Context: an optimization exercise on an open-source flow, tuned for small area, a short achievable clock period and few clock cycles. The choices shown serve that exercise and are no tape-out recipe.
At most, simulation tests tie the RTL to the original design; equivalence was not proved.
No activity file was given, so power comes from the tool's default toggle rates.

## 06-03
==> flow/design.v (excerpt) <==
module mm2s_cmd_gen
#(
  parameter int CORE_INSTR_WIDTH = 64,
  parameter int CORE_CMD_WIDTH   = 80
) (
  input  logic                        clk,
  input  logic                        rst_n,
  input  logic [CORE_INSTR_WIDTH-1:0] s_axis_mm2s_instr_tdata,
  input  logic                        s_axis_mm2s_instr_tvalid,
  output logic                        s_axis_mm2s_instr_tready,
  output logic [CORE_CMD_WIDTH-1:0]   m_axis_mm2s_cmd_tdata,
  output logic                        m_axis_mm2s_cmd_tvalid,
  input  logic                        m_axis_mm2s_cmd_tready
);
For scale: ~2900 cells after synthesis, about 27000 µm² of cells after synthesis.
clock: 11.0 ns
lec_check: 0
cap_margin: 20
core_margin: 2
core_utilization: 40
cts_buf_list: sky130_fd_sc_hd__clkbuf_8
cts_cluster_diameter: 50
cts_cluster_size: 12
place_density: 0.8
slew_margin: 20
tns_end_percent: 5
standard.sh (not shown) runs the stock make flow with config.mk's settings and CLKGATE_MAP_FILE= SYNTH_SCRIPT=/design/flow/synth_recipe.tcl, a recipe that flattens the netlist after the stock synthesis.
==> flow/flow/run.sh <==
#!/bin/bash
# Standard layout, with timing repair aiming at 6 ns below the clock period.
set -euo pipefail
bash standard.sh SETUP_SLACK_MARGIN=6 finish > standard_flow.log 2>&1
The following lists how 03-27 was set up differently from 06-03:
diff --git a/flow/design.v b/flow/design.v
--- a/flow/design.v
+++ b/flow/design.v
@@ -70,25 +70,25 @@
   input  logic                        rst_n,
   input  logic [CORE_INSTR_WIDTH-1:0] s_axis_mm2s_instr_tdata,
   input  logic                        s_axis_mm2s_instr_tvalid,
   output logic                        s_axis_mm2s_instr_tready,
   output logic [CORE_CMD_WIDTH-1:0]   m_axis_mm2s_cmd_tdata,
   output logic                        m_axis_mm2s_cmd_tvalid,
   input  logic                        m_axis_mm2s_cmd_tready
 );
   localparam logic [3:0] E_IDLE = 4'd0;
   localparam logic [3:0] E_PC   = 4'd1;    
   localparam logic [3:0] E_PW   = 4'd2;    
   localparam logic [3:0] E_PH   = 4'd3;    
-  localparam logic [3:0] E_ES   = 4'd4;    
+  localparam logic [3:0] E_BUB  = 4'd4;    
   localparam logic [3:0] E_E    = 4'd5;    
   localparam logic [3:0] E_D    = 4'd6;    
   localparam logic [3:0] E_D2   = 4'd7;    
   localparam logic [3:0] E_WT   = 4'd8;    
   localparam logic [3:0] E_F1   = 4'd9;    
   localparam logic [3:0] E_F    = 4'd10;   
   wire [63:0] instr = s_axis_mm2s_instr_tdata;
   logic [8:0]  tile_ih_q, tile_iw_q, layer_ih_q, layer_iw_q;
   logic [9:0]  tile_c_q;
   logic [15:0] layer_c_q;
   logic [17:0] layer_iwih_q;
   logic [31:0] fin_baddr_q;
@@ -178,55 +178,38 @@
     to_e       = 1'b0;
     to_f       = 1'b0;
     to_pw      = 1'b0;
     to_ph      = 1'b0;
     fv         = '0;
     case (est_q)
       E_IDLE: ;
       E_PC: begin
         if (dg_q != 2'd0) begin
           dg_d = dg_q - 2'd1; y_d = dig(sc_q, dg_q - 2'd1); a1_acc6_d = 1'b1;
         end else if (need_w_q) to_pw = 1'b1;
         else if (need_h_q)     to_ph = 1'b1;
-        else begin
-          est_d = E_ES; x_d = layer_iwih_q; y_d = mac[5:0]; a2_fin_d = 1'b1;
-        end
+        else                   est_d = E_BUB;
       end
       E_PW: begin
         if (dg_q != 2'd0) begin
           dg_d = dg_q - 2'd1; y_d = dig(16'(sw_q), dg_q - 2'd1); a1_acc6_d = 1'b1;
         end else if (need_h_q) to_ph = 1'b1;
         else                   to_e = 1'b1;
       end
       E_PH: begin
         if (dg_q != 2'd0) begin
           dg_d = dg_q - 2'd1; y_d = dig(16'(sh_q), dg_q - 2'd1); a1_acc6_d = 1'b1;
         end else to_e = 1'b1;
       end
-      E_ES: begin
-        if (acc_q[15:6] != 10'd0) to_e = 1'b1;    
-        else begin
-          est_d = E_F;
-          if (whole) begin
-            x_d = layer_iwih_q;
-            if (cl_r[9:6] != 4'd0) begin est_d = E_F1; y_d = {2'b0, cl_r[9:6]}; end
-            else y_d = cl_r[5:0];
-          end else begin
-            x_d = 18'(layer_iw_q);
-            fv  = chan ? 16'(rh_q) : 16'(rh_q - 9'd1);
-            if (fv[11:6] != 6'd0) begin est_d = E_F1; y_d = fv[11:6]; end
-            else begin y_d = fv[5:0]; a2_niw_d = !wfull_q; end
-          end
-        end
-      end
+      E_BUB: to_e = 1'b1;
       E_E: begin
         if (dg_q != 2'd0) begin
           dg_d = dg_q - 2'd1; y_d = dig(sc_q, dg_q - 2'd1); a1_acc6_d = 1'b1;
           a2_fin_d = (dg_q == 2'd1);
         end else if ((sw_cur != 9'd0) || (sh_cur != 9'd0)) begin
           est_d = E_D;
           x_d = 18'(layer_iw_q); y_d = sh_cur[5:0];
           a1_acc_d = 1'b1; a2_sw_d = 1'b1;
         end else to_f = 1'b1;
       end
       E_D: begin
         if (sh_q[8:6] != 3'd0) begin
@@ -307,25 +290,25 @@
           layer_ih_q <= instr[P_IH_LSB +: 9];
           layer_iw_q <= instr[P_IW_LSB +: 9];
           layer_c_q  <= instr[P_C_LSB +: 16];
         end
         PT_IWIH:  layer_iwih_q <= instr[P_IWIH_LSB +: 18];
         PT_BADDR: begin
           eom_q       <= instr[P_EOM_BIT];
           fin_baddr_q <= instr[31:0];
         end
         default: ;
       endcase
     end
-    if (est_q == E_PC || est_q == E_PW || est_q == E_PH || est_q == E_E || est_q == E_ES ||
+    if (est_q == E_PC || est_q == E_PW || est_q == E_PH || est_q == E_E ||
         est_q == E_D || est_q == E_D2) acc_q <= mac;
     dg_q       <= dg_d;
     x_q        <= x_d;
     y_q        <= y_d;
     a1_acc_q   <= a1_acc_d;
     a1_acc6_q  <= a1_acc6_d;
     a1_eb6_q   <= a1_eb6_d;
     a2_fin_q   <= a2_fin_d;
     a2_sw_q    <= a2_sw_d;
     a2_niw_q   <= a2_niw_d;
     prev_c_q   <= (est_q == E_PC) && (dg_q == 2'd0);
     prev_w_q   <= (est_q == E_PW) && (dg_q == 2'd0);
Findings:
- | insertion delay of the later-clocked pin in the worst-skew pair | 03-27 vs 06-03 | ≈ equal |
- 03-27 vs. 06-03: power down 1.5 mW; layout overhead on the synthesized area closely matched the old numbers; setup slack was more or less identical; post-DP HPWL dropped about 3.5%.
Testbench counts of 03-27, summed over its fixed seeds: cycles 12,595.
The RTL of 06-03 was laid out without a check of its function.

[separate check: timing with driven ports]
The flow's constraints put no driver on any port. The routed layouts listed below were extracted and timed again, unchanged, in two steps.
Step 1: set_driving_cell puts a clkbuf_16 on clk and a buf_2 on each other input, an assumption about the parent block.
Step 2 times the ports against the registers' clock, not the clock port: input delays grow and output delays shrink by t, the midpoint of the rising clock arrivals with the driver on.
a / b / c = ideal / step 1 / step 2; a / b = the first two.
run | t (ns) | setup WS [ns] | hold slack, ns | worst setup path at the end | worst register clock-pin slew, ns
06-03 | 0.702 | 5.837 / 5.837 / 5.230 | 0.551 / 0.551 / 0.551 | input to register | 0.09 / 0.09
03-27 | 0.718 | 5.835 / 5.835 / 5.350 | 0.548 / 0.548 / 0.548 | input to register | 0.09 / 0.09
After both steps setup and hold are still met in every run listed. For 06-03, which loses most, drivers alone change the setup slack by 0.000 ns; drivers and shift together by -0.607 ns.
